Context: an optimization exercise on an open-source flow, tuned for small area. The choices shown serve that exercise and are no tape-out recipe. No functional check of the RTL was part of this run.

$ cat design/flow/config.mk
export PLATFORM = sky130hd
export DESIGN_NAME = window_mult_pipe
export DESIGN_NICKNAME = window_mult_pipe
export VERILOG_FILES = /design/flow/design.v
export SDC_FILE = /design/flow/constraint.sdc
export NUM_CORES = 4
export LEC_CHECK = 0
export CAP_MARGIN = 20
export CORE_MARGIN = 2
export CORE_UTILIZATION = 76
export PLACE_DENSITY = 0.86
export SLEW_MARGIN = 20
export SYNTH_HIERARCHICAL = 1
$ cat design/flow/constraint.sdc
create_clock -name core_clock -period 6.5 [get_ports {clk}]
set_input_delay 1.3000 -clock core_clock [delete_from_list [all_inputs] [get_ports {clk}]]
set_output_delay 1.3000 -clock core_clock [all_outputs]
set_load 0.01 [all_outputs]
$ cat design/flow/flow/run.sh
#!/bin/bash
# The standard layout, with the port buffers made of the smallest buffer and a clock tree
# without dummy loads. Each tool's output goes to orfs/logs; make's own output to flow_make.log.
set -euo pipefail
bash standard.sh \
  "BUFFER_PORTS_ARGS=-buffer_cell sky130_fd_sc_hd__buf_1" \
  "CTS_ARGS=-sink_clustering_enable -repair_clock_nets -dont_use_dummy_load -sink_clustering_size 18 -sink_clustering_max_diameter 60 -buf_list {sky130_fd_sc_hd__clkbuf_8}" \
  finish > flow_make.log 2>&1
$ cat design/flow/design.v
module window_mult_pipe #(
  parameter int K   = 3,
  parameter int NI  = 8,
  parameter int NF  = 8,
  parameter int LAT = 2,
  parameter int CW  = 5
) (
  input  logic                            clk,
  input  logic                            rst_n,
  input  logic                            in_valid,
  output logic                            in_ready,
  input  logic                            sgn_i,
  input  logic [K*K*NI-1:0]               i_flat,
  input  logic [K*K*NF-1:0]               f_flat,
  input  logic [CW-1:0]                   row_in,
  input  logic [CW-1:0]                   col_in,
  input  logic                            done_in,
  output logic                            out_valid,
  input  logic                            out_ready,
  output logic [K*K*(NI+NF)-1:0]          d_flat,
  output logic [CW-1:0]                   row_out,
  output logic [CW-1:0]                   col_out,
  output logic                            done_out,
  output logic [NI+NF+$clog2(K*K)-1:0]    sum_o
);
  localparam int N  = K * K;
  localparam int W  = NI + NF;
  localparam int SW = W + $clog2(N);
  localparam int SB = 2 * CW + 1;
  logic w_en;
  assign w_en     = !out_valid || out_ready;
  assign in_ready = w_en;
  logic [2:0] r_vld;
  always_ff @(posedge clk or negedge rst_n) begin
    if (!rst_n)    r_vld <= '0;
    else if (w_en) r_vld <= {r_vld[1:0], in_valid};
  end
  assign out_valid = r_vld[2];
  logic [N*NI-1:0] r1_i;
  logic [N*NF-1:0] r1_f;
  logic            r1_s;
  logic [SB-1:0]   r1_sb, r2_sb, r3_sb;
  logic [N*W-1:0]  r2_d, r3_d;
  logic [N*W-1:0]  w_prod;
  for (genvar e = 0; e < N; e++) begin : g_lane
    wm_mul u_mul (.p(r1_i[e*NI +: NI]), .pn(~r1_i[e*NI +: NI]), .s(r1_s), .f(r1_f[e*NF +: NF]),
                  .fn(~r1_f[e*NF +: NF-1]), .u(~(r1_f[e*NF +: NF] ^ {NF{r1_s}})),
                  .y(w_prod[e*W +: W]));
  end
  always_ff @(posedge clk) begin
    if (w_en) begin
      r1_i  <= i_flat;
      r1_f  <= f_flat;
      r1_s  <= sgn_i;
      r1_sb <= {done_in, col_in, row_in};
      r2_d  <= w_prod;
      r2_sb <= r1_sb;
      r3_d  <= r2_d;
      r3_sb <= r2_sb;
    end
  end
  logic [SW-1:0] w_sum;
  wm_sum u_sum (.d(r3_d), .y(w_sum));
  assign d_flat   = r3_d;
  assign row_out  = r3_sb[CW-1:0];
  assign col_out  = r3_sb[2*CW-1:CW];
  assign done_out = r3_sb[2*CW];
  assign sum_o    = w_sum;
endmodule
module wm_cpa20 (input logic [19:0] a, input logic [19:0] b, output logic [19:0] y);
  assign y = a + b;
endmodule
module wm_fa (input logic a, input logic b, input logic c, output logic s, output logic co);
  assign s  = a ^ b ^ c;
  assign co = (a & b) | (a & c) | (b & c);
endmodule
module wm_ha (input logic a, input logic b, output logic s, output logic co);
  assign s  = a ^ b;
  assign co = a & b;
endmodule
module wm_go (input logic gh, input logic ph, input logic gl, output logic y);
  assign y = gh | (ph & gl);
endmodule
module wm_and (input logic a, input logic b, output logic y);
  assign y = a & b;
endmodule
module wm_xor (input logic a, input logic b, output logic y);
  assign y = a ^ b;
endmodule
module wm_mul (
  input  logic [7:0]  p,
  input  logic [7:0]  pn,
  input  logic        s,
  input  logic [7:0]  f,
  input  logic [6:0]  fn,
  input  logic [7:0]  u,
  output logic [15:0] y
);
  wire q = s & p[7];
  wire pp1 = ~(pn[0] | fn[0]);
  wire pp2 = ~(pn[0] | fn[1]);
  wire pp3 = ~(pn[1] | fn[0]);
  wire pp4 = ~(pn[0] | fn[2]);
  wire pp5 = ~(pn[1] | fn[1]);
  wire pp6 = ~(pn[2] | fn[0]);
  wire pp7 = ~(pn[0] | fn[3]);
  wire pp8 = ~(pn[1] | fn[2]);
  wire pp9 = ~(pn[2] | fn[1]);
  wire pp10 = ~(pn[3] | fn[0]);
  wire pp11 = ~(pn[0] | fn[4]);
  wire pp12 = ~(pn[1] | fn[3]);
  wire pp13 = ~(pn[2] | fn[2]);
  wire pp14 = ~(pn[3] | fn[1]);
  wire pp15 = ~(pn[4] | fn[0]);
  wire pp16 = ~(pn[0] | fn[5]);
  wire pp17 = ~(pn[1] | fn[4]);
  wire pp18 = ~(pn[2] | fn[3]);
  wire pp19 = ~(pn[3] | fn[2]);
  wire pp20 = ~(pn[4] | fn[1]);
  wire pp21 = ~(pn[5] | fn[0]);
  wire pp22 = ~(pn[0] | fn[6]);
  wire pp23 = ~(pn[1] | fn[5]);
  wire pp24 = ~(pn[2] | fn[4]);
  wire pp25 = ~(pn[3] | fn[3]);
  wire pp26 = ~(pn[4] | fn[2]);
  wire pp27 = ~(pn[5] | fn[1]);
  wire pp28 = ~(pn[6] | fn[0]);
  wire pp29 = ~(p[0] & f[7]);
  wire pp30 = ~(pn[1] | fn[6]);
  wire pp31 = ~(pn[2] | fn[5]);
  wire pp32 = ~(pn[3] | fn[4]);
  wire pp33 = ~(pn[4] | fn[3]);
  wire pp34 = ~(pn[5] | fn[2]);
  wire pp35 = ~(pn[6] | fn[1]);
  wire pp36 = ~(pn[7] | u[0]);
  wire pp37 = ~(p[1] & f[7]);
  wire pp38 = ~(pn[2] | fn[6]);
  wire pp39 = ~(pn[3] | fn[5]);
  wire pp40 = ~(pn[4] | fn[4]);
  wire pp41 = ~(pn[5] | fn[3]);
  wire pp42 = ~(pn[6] | fn[2]);
  wire pp43 = ~(pn[7] | u[1]);
  wire pp44 = ~(p[2] & f[7]);
  wire pp45 = ~(pn[3] | fn[6]);
  wire pp46 = ~(pn[4] | fn[5]);
  wire pp47 = ~(pn[5] | fn[4]);
  wire pp48 = ~(pn[6] | fn[3]);
  wire pp49 = ~(pn[7] | u[2]);
  wire pp50 = ~(p[3] & f[7]);
  wire pp51 = ~(pn[4] | fn[6]);
  wire pp52 = ~(pn[5] | fn[5]);
  wire pp53 = ~(pn[6] | fn[4]);
  wire pp54 = ~(pn[7] | u[3]);
  wire pp55 = ~(p[4] & f[7]);
  wire pp56 = ~(pn[5] | fn[6]);
  wire pp57 = ~(pn[6] | fn[5]);
  wire pp58 = ~(pn[7] | u[4]);
  wire pp59 = ~(p[5] & f[7]);
  wire pp60 = ~(pn[6] | fn[6]);
  wire pp61 = ~(pn[7] | u[5]);
  wire pp62 = ~(p[6] & f[7]);
  wire pp63 = ~(pn[7] | u[6]);
  wire pp64 = ~(pn[7] | u[7]);
  wire s65, c66;
  wm_ha u_ha67 (.a(pp4), .b(pp5), .s(s65), .co(c66));
  wire s68, c69;
  wm_fa u_fa70 (.a(pp7), .b(pp8), .c(pp9), .s(s68), .co(c69));
  wire s71, c72;
  wm_ha u_ha73 (.a(pp10), .b(c66), .s(s71), .co(c72));
  wire s74, c75;
  wm_fa u_fa76 (.a(pp11), .b(pp12), .c(pp13), .s(s74), .co(c75));
  wire s77, c78;
  wm_fa u_fa79 (.a(pp14), .b(pp15), .c(c69), .s(s77), .co(c78));
  wire s80, c81;
  wm_ha u_ha82 (.a(c72), .b(s74), .s(s80), .co(c81));
  wire s83, c84;
  wm_fa u_fa85 (.a(pp16), .b(pp17), .c(pp18), .s(s83), .co(c84));
  wire s86, c87;
  wm_fa u_fa88 (.a(pp19), .b(pp20), .c(pp21), .s(s86), .co(c87));
  wire s89, c90;
  wm_fa u_fa91 (.a(c75), .b(s83), .c(s86), .s(s89), .co(c90));
  wire s92, c93;
  wm_ha u_ha94 (.a(c81), .b(c78), .s(s92), .co(c93));
  wire s95, c96;
  wm_fa u_fa97 (.a(pp22), .b(pp23), .c(pp24), .s(s95), .co(c96));
  wire s98, c99;
  wm_fa u_fa100 (.a(pp25), .b(pp26), .c(pp27), .s(s98), .co(c99));
  wire s101, c102;
  wm_fa u_fa103 (.a(pp28), .b(c84), .c(c87), .s(s101), .co(c102));
  wire s104, c105;
  wm_fa u_fa106 (.a(s95), .b(s98), .c(s101), .s(s104), .co(c105));
  wire s107, c108;
  wm_ha u_ha109 (.a(c90), .b(c93), .s(s107), .co(c108));
  wire s110, c111;
  wm_fa u_fk112 (.a(1'b1), .b(q), .c(pp29), .s(s110), .co(c111));
  wire s113, c114;
  wm_fa u_fa115 (.a(pp30), .b(pp31), .c(pp32), .s(s113), .co(c114));
  wire s116, c117;
  wm_fa u_fa118 (.a(pp33), .b(pp34), .c(pp35), .s(s116), .co(c117));
  wire s119, c120;
  wm_fa u_fa121 (.a(pp36), .b(c96), .c(c99), .s(s119), .co(c120));
  wire s122, c123;
  wm_fa u_fa124 (.a(s110), .b(s113), .c(s116), .s(s122), .co(c123));
  wire s125, c126;
  wm_fa u_fa127 (.a(c102), .b(s119), .c(s122), .s(s125), .co(c126));
  wire s128, c129;
  wm_ha u_ha130 (.a(c108), .b(c105), .s(s128), .co(c129));
  wire s131, c132;
  wm_fa u_fa133 (.a(pp37), .b(pp38), .c(pp39), .s(s131), .co(c132));
  wire s134, c135;
  wm_fa u_fa136 (.a(pp40), .b(pp41), .c(pp42), .s(s134), .co(c135));
  wire s137, c138;
  wm_fa u_fa139 (.a(pp43), .b(c111), .c(c114), .s(s137), .co(c138));
  wire s140, c141;
  wm_fa u_fa142 (.a(c117), .b(s131), .c(s134), .s(s140), .co(c141));
  wire s143, c144;
  wm_fa u_fa145 (.a(c120), .b(s137), .c(c123), .s(s143), .co(c144));
  wire s146, c147;
  wm_fa u_fa148 (.a(s140), .b(c126), .c(s143), .s(s146), .co(c147));
  wire s149, c150;
  wm_fa u_fa151 (.a(pp44), .b(pp45), .c(pp46), .s(s149), .co(c150));
  wire s152, c153;
  wm_fa u_fa154 (.a(pp47), .b(pp48), .c(pp49), .s(s152), .co(c153));
  wire s155, c156;
  wm_fa u_fa157 (.a(c132), .b(c135), .c(s149), .s(s155), .co(c156));
  wire s158, c159;
  wm_fa u_fa160 (.a(s152), .b(c138), .c(c141), .s(s158), .co(c159));
  wire s161, c162;
  wm_fa u_fa163 (.a(s155), .b(c144), .c(s158), .s(s161), .co(c162));
  wire s164, c165;
  wm_fa u_fa166 (.a(pp50), .b(pp51), .c(pp52), .s(s164), .co(c165));
  wire s167, c168;
  wm_fa u_fa169 (.a(pp53), .b(pp54), .c(c150), .s(s167), .co(c168));
  wire s170, c171;
  wm_fa u_fa172 (.a(s164), .b(c153), .c(c156), .s(s170), .co(c171));
  wire s173, c174;
  wm_fa u_fa175 (.a(s167), .b(c159), .c(s170), .s(s173), .co(c174));
  wire s176, c177;
  wm_fa u_fa178 (.a(pp55), .b(pp56), .c(pp57), .s(s176), .co(c177));
  wire s179, c180;
  wm_fa u_fa181 (.a(pp58), .b(c165), .c(s176), .s(s179), .co(c180));
  wire s182, c183;
  wm_fa u_fa184 (.a(c168), .b(s179), .c(c171), .s(s182), .co(c183));
  wire s185, c186;
  wm_fa u_fa187 (.a(pp59), .b(pp60), .c(pp61), .s(s185), .co(c186));
  wire s188, c189;
  wm_fa u_fa190 (.a(c177), .b(s185), .c(c180), .s(s188), .co(c189));
  wire s191, c192;
  wm_fa u_fa193 (.a(pp62), .b(pp63), .c(c186), .s(s191), .co(c192));
  wire n194 = ~pp64;
  wire x195 = 1'b1 ^ pp64;
  wire s196, c197;
  wm_ha u_ha198 (.a(pp2), .b(pp3), .s(s196), .co(c197));
  wire s199, c200;
  wm_fa u_fa201 (.a(pp6), .b(s65), .c(c197), .s(s199), .co(c200));
  wire s202, c203;
  wm_fa u_fa204 (.a(s68), .b(s71), .c(c200), .s(s202), .co(c203));
  wire s205, c206;
  wm_fa u_fa207 (.a(s80), .b(s77), .c(c203), .s(s205), .co(c206));
  wire s208, c209;
  wm_fa u_fa210 (.a(s89), .b(s92), .c(c206), .s(s208), .co(c209));
  wire s211, c212;
  wm_fa u_fa213 (.a(s107), .b(s104), .c(c209), .s(s211), .co(c212));
  wire s214, c215;
  wm_fa u_fa216 (.a(s125), .b(s128), .c(c212), .s(s214), .co(c215));
  wire s217, c218;
  wm_fa u_fa219 (.a(c129), .b(s146), .c(c215), .s(s217), .co(c218));
  wire s220, c221;
  wm_fa u_fa222 (.a(c147), .b(s161), .c(c218), .s(s220), .co(c221));
  wire s223, c224;
  wm_fa u_fa225 (.a(c162), .b(s173), .c(c221), .s(s223), .co(c224));
  wire s226, c227;
  wm_fa u_fa228 (.a(c174), .b(s182), .c(c224), .s(s226), .co(c227));
  wire s229, c230;
  wm_ha u_ha231 (.a(s188), .b(c183), .s(s229), .co(c230));
  wire s232, c233;
  wm_fa u_fa234 (.a(s191), .b(c189), .c(c230), .s(s232), .co(c233));
  wire s235, c236;
  wm_fa u_fa237 (.a(n194), .b(c192), .c(c233), .s(s235), .co(c236));
  wire x238 = pp64 ^ x195 ^ c236;
  wire y239 = s229 ^ c227;
  wire k240 = c227 & s229;
  wire y241 = s232 ^ k240;
  wire k242 = k240 & s232;
  wire y243 = s235 ^ k242;
  wire k244 = k242 & s235;
  wire y245 = x238 ^ k244;
  assign y = {y245, y243, y241, y239, s226, s223, s220, s217, s214, s211, s208, s205, s202, s199, s196, pp1};
endmodule
module wm_sum (
  input  logic [143:0] d,
  output logic [19:0]  y
);
  wire t1 = ~d[15];
  wire t2 = ~d[31];
  wire t3 = ~d[47];
  wire t4 = ~d[63];
  wire t5 = ~d[79];
  wire t6 = ~d[95];
  wire t7 = ~d[111];
  wire t8 = ~d[127];
  wire t9 = ~d[143];
  wire n10 = ~t1;
  wire n11 = ~t1;
  wire n12 = ~t1;
  wire s13, c14;
  wm_fa u_fa15 (.a(d[0]), .b(d[16]), .c(d[32]), .s(s13), .co(c14));
  wire s16, c17;
  wm_fa u_fa18 (.a(d[48]), .b(d[64]), .c(d[80]), .s(s16), .co(c17));
  wire s19, c20;
  wm_fa u_fa21 (.a(d[96]), .b(d[112]), .c(d[128]), .s(s19), .co(c20));
  wire s22, c23;
  wm_ha u_ha24 (.a(s13), .b(s16), .s(s22), .co(c23));
  wire s25, c26;
  wm_fa u_fa27 (.a(d[1]), .b(d[17]), .c(d[33]), .s(s25), .co(c26));
  wire s28, c29;
  wm_fa u_fa30 (.a(d[49]), .b(d[65]), .c(d[81]), .s(s28), .co(c29));
  wire s31, c32;
  wm_fa u_fa33 (.a(d[97]), .b(d[113]), .c(d[129]), .s(s31), .co(c32));
  wire s34, c35;
  wm_fa u_fa36 (.a(c14), .b(c17), .c(c20), .s(s34), .co(c35));
  wire s37, c38;
  wm_fa u_fa39 (.a(s25), .b(s28), .c(s31), .s(s37), .co(c38));
  wire s40, c41;
  wm_ha u_ha42 (.a(c23), .b(s34), .s(s40), .co(c41));
  wire s43, c44;
  wm_fa u_fa45 (.a(d[2]), .b(d[18]), .c(d[34]), .s(s43), .co(c44));
  wire s46, c47;
  wm_fa u_fa48 (.a(d[50]), .b(d[66]), .c(d[82]), .s(s46), .co(c47));
  wire s49, c50;
  wm_fa u_fa51 (.a(d[98]), .b(d[114]), .c(d[130]), .s(s49), .co(c50));
  wire s52, c53;
  wm_fa u_fa54 (.a(c26), .b(c29), .c(c32), .s(s52), .co(c53));
  wire s55, c56;
  wm_fa u_fa57 (.a(s43), .b(s46), .c(s49), .s(s55), .co(c56));
  wire s58, c59;
  wm_fa u_fa60 (.a(c35), .b(c38), .c(s52), .s(s58), .co(c59));
  wire s61, c62;
  wm_ha u_ha63 (.a(s55), .b(c41), .s(s61), .co(c62));
  wire s64, c65;
  wm_fa u_fa66 (.a(d[3]), .b(d[19]), .c(d[35]), .s(s64), .co(c65));
  wire s67, c68;
  wm_fa u_fa69 (.a(d[51]), .b(d[67]), .c(d[83]), .s(s67), .co(c68));
  wire s70, c71;
  wm_fa u_fa72 (.a(d[99]), .b(d[115]), .c(d[131]), .s(s70), .co(c71));
  wire s73, c74;
  wm_fa u_fa75 (.a(c44), .b(c47), .c(c50), .s(s73), .co(c74));
  wire s76, c77;
  wm_fa u_fa78 (.a(s64), .b(s67), .c(s70), .s(s76), .co(c77));
  wire s79, c80;
  wm_fa u_fa81 (.a(c53), .b(c56), .c(s73), .s(s79), .co(c80));
  wire s82, c83;
  wm_fa u_fa84 (.a(s76), .b(c59), .c(c62), .s(s82), .co(c83));
  wire s85, c86;
  wm_fa u_fa87 (.a(d[4]), .b(d[20]), .c(d[36]), .s(s85), .co(c86));
  wire s88, c89;
  wm_fa u_fa90 (.a(d[52]), .b(d[68]), .c(d[84]), .s(s88), .co(c89));
  wire s91, c92;
  wm_fa u_fa93 (.a(d[100]), .b(d[116]), .c(d[132]), .s(s91), .co(c92));
  wire s94, c95;
  wm_fa u_fa96 (.a(c65), .b(c68), .c(c71), .s(s94), .co(c95));
  wire s97, c98;
  wm_fa u_fa99 (.a(s85), .b(s88), .c(s91), .s(s97), .co(c98));
  wire s100, c101;
  wm_fa u_fa102 (.a(c74), .b(c77), .c(s94), .s(s100), .co(c101));
  wire s103, c104;
  wm_fa u_fa105 (.a(s97), .b(c80), .c(s100), .s(s103), .co(c104));
  wire s106, c107;
  wm_fa u_fa108 (.a(d[5]), .b(d[21]), .c(d[37]), .s(s106), .co(c107));
  wire s109, c110;
  wm_fa u_fa111 (.a(d[53]), .b(d[69]), .c(d[85]), .s(s109), .co(c110));
  wire s112, c113;
  wm_fa u_fa114 (.a(d[101]), .b(d[117]), .c(d[133]), .s(s112), .co(c113));
  wire s115, c116;
  wm_fa u_fa117 (.a(c86), .b(c89), .c(c92), .s(s115), .co(c116));
  wire s118, c119;
  wm_fa u_fa120 (.a(s106), .b(s109), .c(s112), .s(s118), .co(c119));
  wire s121, c122;
  wm_fa u_fa123 (.a(c95), .b(c98), .c(s115), .s(s121), .co(c122));
  wire s124, c125;
  wm_fa u_fa126 (.a(s118), .b(c101), .c(s121), .s(s124), .co(c125));
  wire s127, c128;
  wm_fa u_fa129 (.a(d[6]), .b(d[22]), .c(d[38]), .s(s127), .co(c128));
  wire s130, c131;
  wm_fa u_fa132 (.a(d[54]), .b(d[70]), .c(d[86]), .s(s130), .co(c131));
  wire s133, c134;
  wm_fa u_fa135 (.a(d[102]), .b(d[118]), .c(d[134]), .s(s133), .co(c134));
  wire s136, c137;
  wm_fa u_fa138 (.a(c107), .b(c110), .c(c113), .s(s136), .co(c137));
  wire s139, c140;
  wm_fa u_fa141 (.a(s127), .b(s130), .c(s133), .s(s139), .co(c140));
  wire s142, c143;
  wm_fa u_fa144 (.a(c116), .b(c119), .c(s136), .s(s142), .co(c143));
  wire s145, c146;
  wm_fa u_fa147 (.a(s139), .b(c122), .c(s142), .s(s145), .co(c146));
  wire s148, c149;
  wm_fa u_fa150 (.a(d[7]), .b(d[23]), .c(d[39]), .s(s148), .co(c149));
  wire s151, c152;
  wm_fa u_fa153 (.a(d[55]), .b(d[71]), .c(d[87]), .s(s151), .co(c152));
  wire s154, c155;
  wm_fa u_fa156 (.a(d[103]), .b(d[119]), .c(d[135]), .s(s154), .co(c155));
  wire s157, c158;
  wm_fa u_fa159 (.a(c128), .b(c131), .c(c134), .s(s157), .co(c158));
  wire s160, c161;
  wm_fa u_fa162 (.a(s148), .b(s151), .c(s154), .s(s160), .co(c161));
  wire s163, c164;
  wm_fa u_fa165 (.a(c137), .b(c140), .c(s157), .s(s163), .co(c164));
  wire s166, c167;
  wm_fa u_fa168 (.a(s160), .b(c143), .c(s163), .s(s166), .co(c167));
  wire s169, c170;
  wm_fa u_fa171 (.a(d[8]), .b(d[24]), .c(d[40]), .s(s169), .co(c170));
  wire s172, c173;
  wm_fa u_fa174 (.a(d[56]), .b(d[72]), .c(d[88]), .s(s172), .co(c173));
  wire s175, c176;
  wm_fa u_fa177 (.a(d[104]), .b(d[120]), .c(d[136]), .s(s175), .co(c176));
  wire s178, c179;
  wm_fa u_fa180 (.a(c149), .b(c152), .c(c155), .s(s178), .co(c179));
  wire s181, c182;
  wm_fa u_fa183 (.a(s169), .b(s172), .c(s175), .s(s181), .co(c182));
  wire s184, c185;
  wm_fa u_fa186 (.a(c158), .b(c161), .c(s178), .s(s184), .co(c185));
  wire s187, c188;
  wm_fa u_fa189 (.a(s181), .b(c164), .c(s184), .s(s187), .co(c188));
  wire s190, c191;
  wm_fa u_fa192 (.a(d[9]), .b(d[25]), .c(d[41]), .s(s190), .co(c191));
  wire s193, c194;
  wm_fa u_fa195 (.a(d[57]), .b(d[73]), .c(d[89]), .s(s193), .co(c194));
  wire s196, c197;
  wm_fa u_fa198 (.a(d[105]), .b(d[121]), .c(d[137]), .s(s196), .co(c197));
  wire s199, c200;
  wm_fa u_fa201 (.a(c170), .b(c173), .c(c176), .s(s199), .co(c200));
  wire s202, c203;
  wm_fa u_fa204 (.a(s190), .b(s193), .c(s196), .s(s202), .co(c203));
  wire s205, c206;
  wm_fa u_fa207 (.a(c179), .b(c182), .c(s199), .s(s205), .co(c206));
  wire s208, c209;
  wm_fa u_fa210 (.a(s202), .b(c185), .c(s205), .s(s208), .co(c209));
  wire s211, c212;
  wm_fa u_fa213 (.a(d[10]), .b(d[26]), .c(d[42]), .s(s211), .co(c212));
  wire s214, c215;
  wm_fa u_fa216 (.a(d[58]), .b(d[74]), .c(d[90]), .s(s214), .co(c215));
  wire s217, c218;
  wm_fa u_fa219 (.a(d[106]), .b(d[122]), .c(d[138]), .s(s217), .co(c218));
  wire s220, c221;
  wm_fa u_fa222 (.a(c191), .b(c194), .c(c197), .s(s220), .co(c221));
  wire s223, c224;
  wm_fa u_fa225 (.a(s211), .b(s214), .c(s217), .s(s223), .co(c224));
  wire s226, c227;
  wm_fa u_fa228 (.a(c200), .b(c203), .c(s220), .s(s226), .co(c227));
  wire s229, c230;
  wm_fa u_fa231 (.a(s223), .b(c206), .c(s226), .s(s229), .co(c230));
  wire s232, c233;
  wm_fa u_fa234 (.a(d[11]), .b(d[27]), .c(d[43]), .s(s232), .co(c233));
  wire s235, c236;
  wm_fa u_fa237 (.a(d[59]), .b(d[75]), .c(d[91]), .s(s235), .co(c236));
  wire s238, c239;
  wm_fa u_fa240 (.a(d[107]), .b(d[123]), .c(d[139]), .s(s238), .co(c239));
  wire s241, c242;
  wm_fa u_fa243 (.a(c212), .b(c215), .c(c218), .s(s241), .co(c242));
  wire s244, c245;
  wm_fa u_fa246 (.a(s232), .b(s235), .c(s238), .s(s244), .co(c245));
  wire s247, c248;
  wm_fa u_fa249 (.a(c221), .b(c224), .c(s241), .s(s247), .co(c248));
  wire s250, c251;
  wm_fa u_fa252 (.a(s244), .b(c227), .c(s247), .s(s250), .co(c251));
  wire s253, c254;
  wm_fa u_fa255 (.a(d[12]), .b(d[28]), .c(d[44]), .s(s253), .co(c254));
  wire s256, c257;
  wm_fa u_fa258 (.a(d[60]), .b(d[76]), .c(d[92]), .s(s256), .co(c257));
  wire s259, c260;
  wm_fa u_fa261 (.a(d[108]), .b(d[124]), .c(d[140]), .s(s259), .co(c260));
  wire s262, c263;
  wm_fa u_fa264 (.a(c233), .b(c236), .c(c239), .s(s262), .co(c263));
  wire s265, c266;
  wm_fa u_fa267 (.a(s253), .b(s256), .c(s259), .s(s265), .co(c266));
  wire s268, c269;
  wm_fa u_fa270 (.a(c242), .b(c245), .c(s262), .s(s268), .co(c269));
  wire s271, c272;
  wm_fa u_fa273 (.a(s265), .b(c248), .c(s268), .s(s271), .co(c272));
  wire s274, c275;
  wm_fa u_fa276 (.a(d[13]), .b(d[29]), .c(d[45]), .s(s274), .co(c275));
  wire s277, c278;
  wm_fa u_fa279 (.a(d[61]), .b(d[77]), .c(d[93]), .s(s277), .co(c278));
  wire s280, c281;
  wm_fa u_fa282 (.a(d[109]), .b(d[125]), .c(d[141]), .s(s280), .co(c281));
  wire s283, c284;
  wm_fa u_fa285 (.a(c254), .b(c257), .c(c260), .s(s283), .co(c284));
  wire s286, c287;
  wm_fa u_fa288 (.a(s274), .b(s277), .c(s280), .s(s286), .co(c287));
  wire s289, c290;
  wm_fa u_fa291 (.a(c263), .b(c266), .c(s283), .s(s289), .co(c290));
  wire s292, c293;
  wm_fa u_fa294 (.a(s286), .b(c269), .c(s289), .s(s292), .co(c293));
  wire s295, c296;
  wm_fa u_fa297 (.a(d[14]), .b(d[30]), .c(d[46]), .s(s295), .co(c296));
  wire s298, c299;
  wm_fa u_fa300 (.a(d[62]), .b(d[78]), .c(d[94]), .s(s298), .co(c299));
  wire s301, c302;
  wm_fa u_fa303 (.a(d[110]), .b(d[126]), .c(d[142]), .s(s301), .co(c302));
  wire s304, c305;
  wm_fa u_fa306 (.a(c275), .b(c278), .c(c281), .s(s304), .co(c305));
  wire s307, c308;
  wm_fa u_fa309 (.a(s295), .b(s298), .c(s301), .s(s307), .co(c308));
  wire s310, c311;
  wm_fa u_fa312 (.a(c284), .b(c287), .c(s304), .s(s310), .co(c311));
  wire s313, c314;
  wm_fa u_fa315 (.a(s307), .b(c290), .c(s310), .s(s313), .co(c314));
  wire s316, c317;
  wm_fa u_fa318 (.a(t2), .b(t3), .c(t4), .s(s316), .co(c317));
  wire s319, c320;
  wm_fa u_fa321 (.a(t5), .b(t6), .c(t7), .s(s319), .co(c320));
  wire s322, c323;
  wm_fa u_fa324 (.a(t8), .b(t9), .c(n10), .s(s322), .co(c323));
  wire s325, c326;
  wm_fa u_fa327 (.a(c296), .b(c299), .c(c302), .s(s325), .co(c326));
  wire s328, c329;
  wm_fa u_fa330 (.a(s316), .b(s319), .c(s322), .s(s328), .co(c329));
  wire s331, c332;
  wm_fa u_fa333 (.a(c305), .b(c308), .c(s325), .s(s331), .co(c332));
  wire s334, c335;
  wm_fa u_fa336 (.a(s328), .b(c311), .c(s331), .s(s334), .co(c335));
  wire s337, c338;
  wm_fa u_fa339 (.a(n11), .b(c317), .c(c320), .s(s337), .co(c338));
  wire s340, c341;
  wm_fa u_fa342 (.a(c323), .b(c326), .c(s337), .s(s340), .co(c341));
  wire s343, c344;
  wm_fa u_fa345 (.a(c329), .b(c332), .c(s340), .s(s343), .co(c344));
  wire s346, c347;
  wm_fa u_fa348 (.a(n12), .b(c338), .c(c341), .s(s346), .co(c347));
  wire g349, p350;
  wm_and u_ga351 (.a(s19), .b(s22), .y(g349));
  wm_xor u_px352 (.a(s19), .b(s22), .y(p350));
  wire g353, p354;
  wm_and u_ga355 (.a(s37), .b(s40), .y(g353));
  wm_xor u_px356 (.a(s37), .b(s40), .y(p354));
  wire g357, p358;
  wm_and u_ga359 (.a(s58), .b(s61), .y(g357));
  wm_xor u_px360 (.a(s58), .b(s61), .y(p358));
  wire g361, p362;
  wm_and u_ga363 (.a(s79), .b(s82), .y(g361));
  wm_xor u_px364 (.a(s79), .b(s82), .y(p362));
  wire g365, p366;
  wm_and u_ga367 (.a(c83), .b(s103), .y(g365));
  wm_xor u_px368 (.a(c83), .b(s103), .y(p366));
  wire g369, p370;
  wm_and u_ga371 (.a(c104), .b(s124), .y(g369));
  wm_xor u_px372 (.a(c104), .b(s124), .y(p370));
  wire g373, p374;
  wm_and u_ga375 (.a(c125), .b(s145), .y(g373));
  wm_xor u_px376 (.a(c125), .b(s145), .y(p374));
  wire g377, p378;
  wm_and u_ga379 (.a(c146), .b(s166), .y(g377));
  wm_xor u_px380 (.a(c146), .b(s166), .y(p378));
  wire g381, p382;
  wm_and u_ga383 (.a(c167), .b(s187), .y(g381));
  wm_xor u_px384 (.a(c167), .b(s187), .y(p382));
  wire g385, p386;
  wm_and u_ga387 (.a(c188), .b(s208), .y(g385));
  wm_xor u_px388 (.a(c188), .b(s208), .y(p386));
  wire g389, p390;
  wm_and u_ga391 (.a(c209), .b(s229), .y(g389));
  wm_xor u_px392 (.a(c209), .b(s229), .y(p390));
  wire g393, p394;
  wm_and u_ga395 (.a(c230), .b(s250), .y(g393));
  wm_xor u_px396 (.a(c230), .b(s250), .y(p394));
  wire g397, p398;
  wm_and u_ga399 (.a(c251), .b(s271), .y(g397));
  wm_xor u_px400 (.a(c251), .b(s271), .y(p398));
  wire g401, p402;
  wm_and u_ga403 (.a(c272), .b(s292), .y(g401));
  wm_xor u_px404 (.a(c272), .b(s292), .y(p402));
  wire g405, p406;
  wm_and u_ga407 (.a(c293), .b(s313), .y(g405));
  wm_xor u_px408 (.a(c293), .b(s313), .y(p406));
  wire g409, p410;
  wm_and u_ga411 (.a(c314), .b(s334), .y(g409));
  wm_xor u_px412 (.a(c314), .b(s334), .y(p410));
  wire g413, p414;
  wm_and u_ga415 (.a(c335), .b(s343), .y(g413));
  wm_xor u_px416 (.a(c335), .b(s343), .y(p414));
  wire g417, p418;
  wm_and u_ga419 (.a(c344), .b(s346), .y(g417));
  wm_xor u_px420 (.a(c344), .b(s346), .y(p418));
  wire g421, p422;
  wm_and u_ga423 (.a(t1), .b(c347), .y(g421));
  wm_xor u_px424 (.a(t1), .b(c347), .y(p422));
  wire [19:0] pfx425;
  wm_pfx20 u_pfx425 (.g({1'b0, g421, g417, g413, g409, g405, g401, g397, g393, g389, g385, g381, g377, g373, g369, g365, g361, g357, g353, g349}), .p({1'b1, p422, p418, p414, p410, p406, p402, p398, p394, p390, p386, p382, p378, p374, p370, p366, p362, p358, p354, p350}), .y(pfx425));
  assign y = {pfx425[19], pfx425[18], pfx425[17], pfx425[16], pfx425[15], pfx425[14], pfx425[13], pfx425[12], pfx425[11], pfx425[10], pfx425[9], pfx425[8], pfx425[7], pfx425[6], pfx425[5], pfx425[4], pfx425[3], pfx425[2], pfx425[1], pfx425[0]};
endmodule
module wm_pfx20 (
  input  logic [19:0] g,
  input  logic [19:0] p,
  output logic [19:0] y
);
  wire G1;
  wm_go u_go2 (.gh(g[1]), .ph(p[1]), .gl(g[0]), .y(G1));
  wire G5;
  wm_go u_go6 (.gh(g[3]), .ph(p[3]), .gl(g[2]), .y(G5));
  wire P7;
  wm_and u_pa8 (.a(p[3]), .b(p[2]), .y(P7));
  wire G9;
  wm_go u_go10 (.gh(g[5]), .ph(p[5]), .gl(g[4]), .y(G9));
  wire P11;
  wm_and u_pa12 (.a(p[5]), .b(p[4]), .y(P11));
  wire G13;
  wm_go u_go14 (.gh(g[7]), .ph(p[7]), .gl(g[6]), .y(G13));
  wire P15;
  wm_and u_pa16 (.a(p[7]), .b(p[6]), .y(P15));
  wire G17;
  wm_go u_go18 (.gh(g[9]), .ph(p[9]), .gl(g[8]), .y(G17));
  wire P19;
  wm_and u_pa20 (.a(p[9]), .b(p[8]), .y(P19));
  wire G21;
  wm_go u_go22 (.gh(g[11]), .ph(p[11]), .gl(g[10]), .y(G21));
  wire P23;
  wm_and u_pa24 (.a(p[11]), .b(p[10]), .y(P23));
  wire G25;
  wm_go u_go26 (.gh(g[13]), .ph(p[13]), .gl(g[12]), .y(G25));
  wire P27;
  wm_and u_pa28 (.a(p[13]), .b(p[12]), .y(P27));
  wire G29;
  wm_go u_go30 (.gh(g[15]), .ph(p[15]), .gl(g[14]), .y(G29));
  wire P31;
  wm_and u_pa32 (.a(p[15]), .b(p[14]), .y(P31));
  wire G33;
  wm_go u_go34 (.gh(g[17]), .ph(p[17]), .gl(g[16]), .y(G33));
  wire P35;
  wm_and u_pa36 (.a(p[17]), .b(p[16]), .y(P35));
  wire G37;
  wm_go u_go38 (.gh(g[19]), .ph(p[19]), .gl(g[18]), .y(G37));
  wire P39;
  wm_and u_pa40 (.a(p[19]), .b(p[18]), .y(P39));
  wire G41;
  wm_go u_go42 (.gh(g[2]), .ph(p[2]), .gl(G1), .y(G41));
  wire G45;
  wm_go u_go46 (.gh(G5), .ph(P7), .gl(G1), .y(G45));
  wire G49;
  wm_go u_go50 (.gh(g[6]), .ph(p[6]), .gl(G9), .y(G49));
  wire P51;
  wm_and u_pa52 (.a(p[6]), .b(P11), .y(P51));
  wire G53;
  wm_go u_go54 (.gh(G13), .ph(P15), .gl(G9), .y(G53));
  wire P55;
  wm_and u_pa56 (.a(P15), .b(P11), .y(P55));
  wire G57;
  wm_go u_go58 (.gh(g[10]), .ph(p[10]), .gl(G17), .y(G57));
  wire P59;
  wm_and u_pa60 (.a(p[10]), .b(P19), .y(P59));
  wire G61;
  wm_go u_go62 (.gh(G21), .ph(P23), .gl(G17), .y(G61));
  wire P63;
  wm_and u_pa64 (.a(P23), .b(P19), .y(P63));
  wire G65;
  wm_go u_go66 (.gh(g[14]), .ph(p[14]), .gl(G25), .y(G65));
  wire P67;
  wm_and u_pa68 (.a(p[14]), .b(P27), .y(P67));
  wire G69;
  wm_go u_go70 (.gh(G29), .ph(P31), .gl(G25), .y(G69));
  wire P71;
  wm_and u_pa72 (.a(P31), .b(P27), .y(P71));
  wire G73;
  wm_go u_go74 (.gh(g[18]), .ph(p[18]), .gl(G33), .y(G73));
  wire P75;
  wm_and u_pa76 (.a(p[18]), .b(P35), .y(P75));
  wire G77;
  wm_go u_go78 (.gh(G37), .ph(P39), .gl(G33), .y(G77));
  wire P79;
  wm_and u_pa80 (.a(P39), .b(P35), .y(P79));
  wire G81;
  wm_go u_go82 (.gh(g[4]), .ph(p[4]), .gl(G45), .y(G81));
  wire G85;
  wm_go u_go86 (.gh(G9), .ph(P11), .gl(G45), .y(G85));
  wire G89;
  wm_go u_go90 (.gh(G49), .ph(P51), .gl(G45), .y(G89));
  wire G93;
  wm_go u_go94 (.gh(G53), .ph(P55), .gl(G45), .y(G93));
  wire G97;
  wm_go u_go98 (.gh(g[12]), .ph(p[12]), .gl(G61), .y(G97));
  wire P99;
  wm_and u_pa100 (.a(p[12]), .b(P63), .y(P99));
  wire G101;
  wm_go u_go102 (.gh(G25), .ph(P27), .gl(G61), .y(G101));
  wire P103;
  wm_and u_pa104 (.a(P27), .b(P63), .y(P103));
  wire G105;
  wm_go u_go106 (.gh(G65), .ph(P67), .gl(G61), .y(G105));
  wire P107;
  wm_and u_pa108 (.a(P67), .b(P63), .y(P107));
  wire G109;
  wm_go u_go110 (.gh(G69), .ph(P71), .gl(G61), .y(G109));
  wire P111;
  wm_and u_pa112 (.a(P71), .b(P63), .y(P111));
  wire G113;
  wm_go u_go114 (.gh(g[8]), .ph(p[8]), .gl(G93), .y(G113));
  wire G117;
  wm_go u_go118 (.gh(G17), .ph(P19), .gl(G93), .y(G117));
  wire G121;
  wm_go u_go122 (.gh(G57), .ph(P59), .gl(G93), .y(G121));
  wire G125;
  wm_go u_go126 (.gh(G61), .ph(P63), .gl(G93), .y(G125));
  wire G129;
  wm_go u_go130 (.gh(G97), .ph(P99), .gl(G93), .y(G129));
  wire G133;
  wm_go u_go134 (.gh(G101), .ph(P103), .gl(G93), .y(G133));
  wire G137;
  wm_go u_go138 (.gh(G105), .ph(P107), .gl(G93), .y(G137));
  wire G141;
  wm_go u_go142 (.gh(G109), .ph(P111), .gl(G93), .y(G141));
  wire G145;
  wm_go u_go146 (.gh(g[16]), .ph(p[16]), .gl(G141), .y(G145));
  wire G147;
  wm_go u_go148 (.gh(G33), .ph(P35), .gl(G141), .y(G147));
  wire G149;
  wm_go u_go150 (.gh(G73), .ph(P75), .gl(G141), .y(G149));
  wire G151;
  wm_go u_go152 (.gh(G77), .ph(P79), .gl(G141), .y(G151));
  wire Y153;
  wm_xor u_x154 (.a(p[1]), .b(g[0]), .y(Y153));
  wire Y155;
  wm_xor u_x156 (.a(p[2]), .b(G1), .y(Y155));
  wire Y157;
  wm_xor u_x158 (.a(p[3]), .b(G41), .y(Y157));
  wire Y159;
  wm_xor u_x160 (.a(p[4]), .b(G45), .y(Y159));
  wire Y161;
  wm_xor u_x162 (.a(p[5]), .b(G81), .y(Y161));
  wire Y163;
  wm_xor u_x164 (.a(p[6]), .b(G85), .y(Y163));
  wire Y165;
  wm_xor u_x166 (.a(p[7]), .b(G89), .y(Y165));
  wire Y167;
  wm_xor u_x168 (.a(p[8]), .b(G93), .y(Y167));
  wire Y169;
  wm_xor u_x170 (.a(p[9]), .b(G113), .y(Y169));
  wire Y171;
  wm_xor u_x172 (.a(p[10]), .b(G117), .y(Y171));
  wire Y173;
  wm_xor u_x174 (.a(p[11]), .b(G121), .y(Y173));
  wire Y175;
  wm_xor u_x176 (.a(p[12]), .b(G125), .y(Y175));
  wire Y177;
  wm_xor u_x178 (.a(p[13]), .b(G129), .y(Y177));
  wire Y179;
  wm_xor u_x180 (.a(p[14]), .b(G133), .y(Y179));
  wire Y181;
  wm_xor u_x182 (.a(p[15]), .b(G137), .y(Y181));
  wire Y183;
  wm_xor u_x184 (.a(p[16]), .b(G141), .y(Y183));
  wire Y185;
  wm_xor u_x186 (.a(p[17]), .b(G145), .y(Y185));
  wire Y187;
  wm_xor u_x188 (.a(p[18]), .b(G147), .y(Y187));
  wire Y189;
  wm_xor u_x190 (.a(p[19]), .b(G149), .y(Y189));
  assign y = {Y189, Y187, Y185, Y183, Y181, Y179, Y177, Y175, Y173, Y171, Y169, Y167, Y165, Y163, Y161, Y159, Y157, Y155, Y153, p[0]};
endmodule
$ cat design/flow/standard.sh
#!/bin/bash
# synth_recipe.tcl (not shown) runs the flow's synth.tcl, then flattens the netlist and writes it again
# the make line also repeats each setting of config.mk as NAME=value (left out here)
make -C /OpenROAD-flow-scripts/flow DESIGN_CONFIG=/design/flow/config.mk WORK_HOME=/design/flow/orfs CLKGATE_MAP_FILE= SYNTH_SCRIPT=/design/flow/synth_recipe.tcl "${@:-finish}"
==> impl_metrics.py <==
metrics = {
    "drt": {
        "drtPass1Iterations": 6,
        "drtIter0Drc": 1527,
        "finalWirelength_um": 69100,
        "routed_via_density": 5.90,
        "wl_per_cell_um": 23.2,
        "drc_errors": 0,
        "dr_total_vias": 17600,
        "ant_nets": 0,
    },
    "sta": {
        "maxSlewViolCount": 0,
        "fin_ws_ns": 0.109,
        "finalSetupViolations": 0,
        "finalClockSkew_ns": 0.0648,
        "slew_headroom_pct": 32.1,
        "post-route-min-period_ns": 6.39,
        "max_freq_ghz": 0.156,
        "hold_viol": 0,
        "post-route-period-util_pct": 98.3,
        "worst_pin_slew_ns": 1.02,
    },
    "placement": {
        "dp_slack_ns": 0.497,
        "place.detailed.hpwl_um": 56600,
        "place.gp.congestion": 0.921,
        "port_buffers": 336,
    },
    "floorplanning": {
        "dieWidth_um": 210,
        "die_h_um": 210,
        "die_area_um2": 44000,
        "rows": 75,
        "start_util_pct": 76.9,
        "core_area_um2": 41900,
        "io_pins": 337,
    },
    "critical_path": {
        "crit_path_end_kind": "primary output",
        "crit_path_top_delay_cell": "fa_1",
        "cp_cell_sequence": "fa_1, fa_1, fa_1, fa_1, xor2_2, a21o_1, a21o_1, a21o_1, buf_4, a21o_1, a21o_1, xor2_1, buf_1",
        "critical_path.max_fanout": 8,
        "worstPathArrival_ns": 5.09,
        "worst_r2r_path_depth": 17,
        "critical-path-max-stage-delay_ns": 0.62,
        "worstReg2RegStart": "r1_f[42]",
        "cp_num_cells": 13,
        "critPathTopFamily": "adder cells",
        "worst-path-buf-inv": 2,
        "startpoint": "r3_d[97]",
        "cp_common_cell": "a21o_1",
        "setup.worst_path.start_class": "register",
        "critical_path_class": "register to primary output",
        "cp.required_ns": 5.20,
    },
    "clocking": {
        "cts_tree": "done",
        "cts_buffer_depth": 3,
        "cts_setup_buffers": 0,
        "cts-root-buf": "clkbuf_8",
        "ctsResizeCount": 0,
        "htreeDepth": 2,
        "postCtsHoldBufs": 0,
        "clkSinkCount": 469,
        "cts_buffers": 39,
        "clk_latency_ns": 0.63,
        "clk_pin_slew_worst_paths_ns": 0.10,
    },
    "grt": {
        "grt.total_usage_pct": 33.4,
        "grt_max_degree": 178,
        "grt_pass1_wl_um": 107000,
        "grt_pass1_vias": 19100,
        "antenna_found_initial": 2,
        "grt_overflow_total": 0,
    },
    "worst_hold_path": {
        "hold_class": "register to register",
        "hold_start": "r2_d[23]",
        "hold_depth": 0,
    },
    "synth": {
        "synth_area_um2": 32200,
        "yosysWarningCount": 7,
        "syn_nets": 3051,
        "avgSynthCellArea_um2": 14.4,
        "syn_inst": 2239,
    },
    "cells_and_area": {
        "multi_input_area_um2": 16200,
        "fill_cells": 2385,
        "area_growth_pct": 3.78,
        "drive_gt1_share_pct": 2.21,
        "seq_area_um2": 14100,
        "diodes": 0,
        "layout.nets": 3256,
        "final_common_cell": "fa_1",
        "final_cell_mix": "fa_1 (549), nor2_1 (504), edfxtp_1 (466)",
    },
    "flow_run": {
        "cap_violations": 0,
    },
    "run_status": {
        "status": "complete, no violations",
    },
}
[stage by stage]
step	cells	area [µm²]	setup TNS, ns	hold slack (ns)	utilization (%)
after global routing	2981	33400	-0.0121	0.392	79.8
final	2981	33400	0	0.385	79.8
after global placement	2942	32800	0	0.400	78.4
after floorplan	2239	32200	0	0.400	-
after detailed placement	2942	32800	0	0.405	78.4
after CTS	2981	33400	0	0.389	79.7
[flip-flops by register name, summed over array words and instances, names as in the netlist]
name   flops
r1_i      72
r3_sb     11
r1_s       1
r_vld      3
r2_d     144
r1_sb     11
r3_d     144
r1_f      72
r2_sb     11
[final timing paths]
| path | slack [ns] | endpoint |
|---|---|---|
| max reg2reg | 0.49 | r2_d[95] |
| min reg2reg | 0.38 | r3_d[23] |
| min | 0.38 | r3_d[23] |
| max in group asynchronous | 5.88 | r_vld[0] |
| max | 0.11 | sum_o[18] |
| min in group asynchronous | 0.47 | r_vld[2] |
[metal layers]
metal  share of wire, %  global-route usage [%]  up-vias
met5              0.019                       0        -
met4                5.4                    15.3        2
met3                9.9                    9.35      163
met1                 36                    45.5     9133
li1                   -                       -     7398
met2                 48                    51.5      892
[worst reg2reg max path: stages (launching register included)]
cell and delay, ns:
edfxtp_1 0.42, inv_1 0.21, nor2_1 0.09, ha_1 0.32, fa_1 0.44, fa_1 0.42
fa_1 0.42, fa_1 0.40, fa_1 0.41, fa_1 0.39, fa_1 0.38, fa_1 0.40
fa_1 0.39, fa_1 0.37, ha_1 0.21, ha_1 0.18, ha_1 0.19, xnor2_1 0.13
[cell type report]
| type | count | area share, % |
|---|---|---|
| flip-flops and latches | 469 | 42.1 |
| well taps | 539 | 2.02 |
| clock buffers | 39 | 1.61 |
| multi-input cells | 1445 | 48.5 |
| repair buffers | 345 | 4.13 |
| inverters | 144 | 1.62 |

==> port drivers added, routing unchanged <==
Ports are ideal in the flow. The routed layout listed here was re-timed in OpenROAD.
Step 1 assumes that a clkbuf_16 drives the clock port and a buf_2 every other input.
Step 2 adds t to the input delays and takes it off the output delays; t is the mean of the earliest and latest rising clock arrival at the registers after step 1. Input paths then give back, and output paths get back, about the clock's delay inside the block.
a / b / c = no drivers / after step 1 / after step 2; a / b = the first two.
t, ns: 0.665
setup slack, ns: 0.109 / 0.054 / 0.486
hold slack, ns: 0.385 / 0.385 / 0.385
worst setup path after step 2: register to register
After both steps setup and hold are still met in this run. The setup slack of this run moves by -0.055 ns with the drivers and by +0.377 ns with both steps.
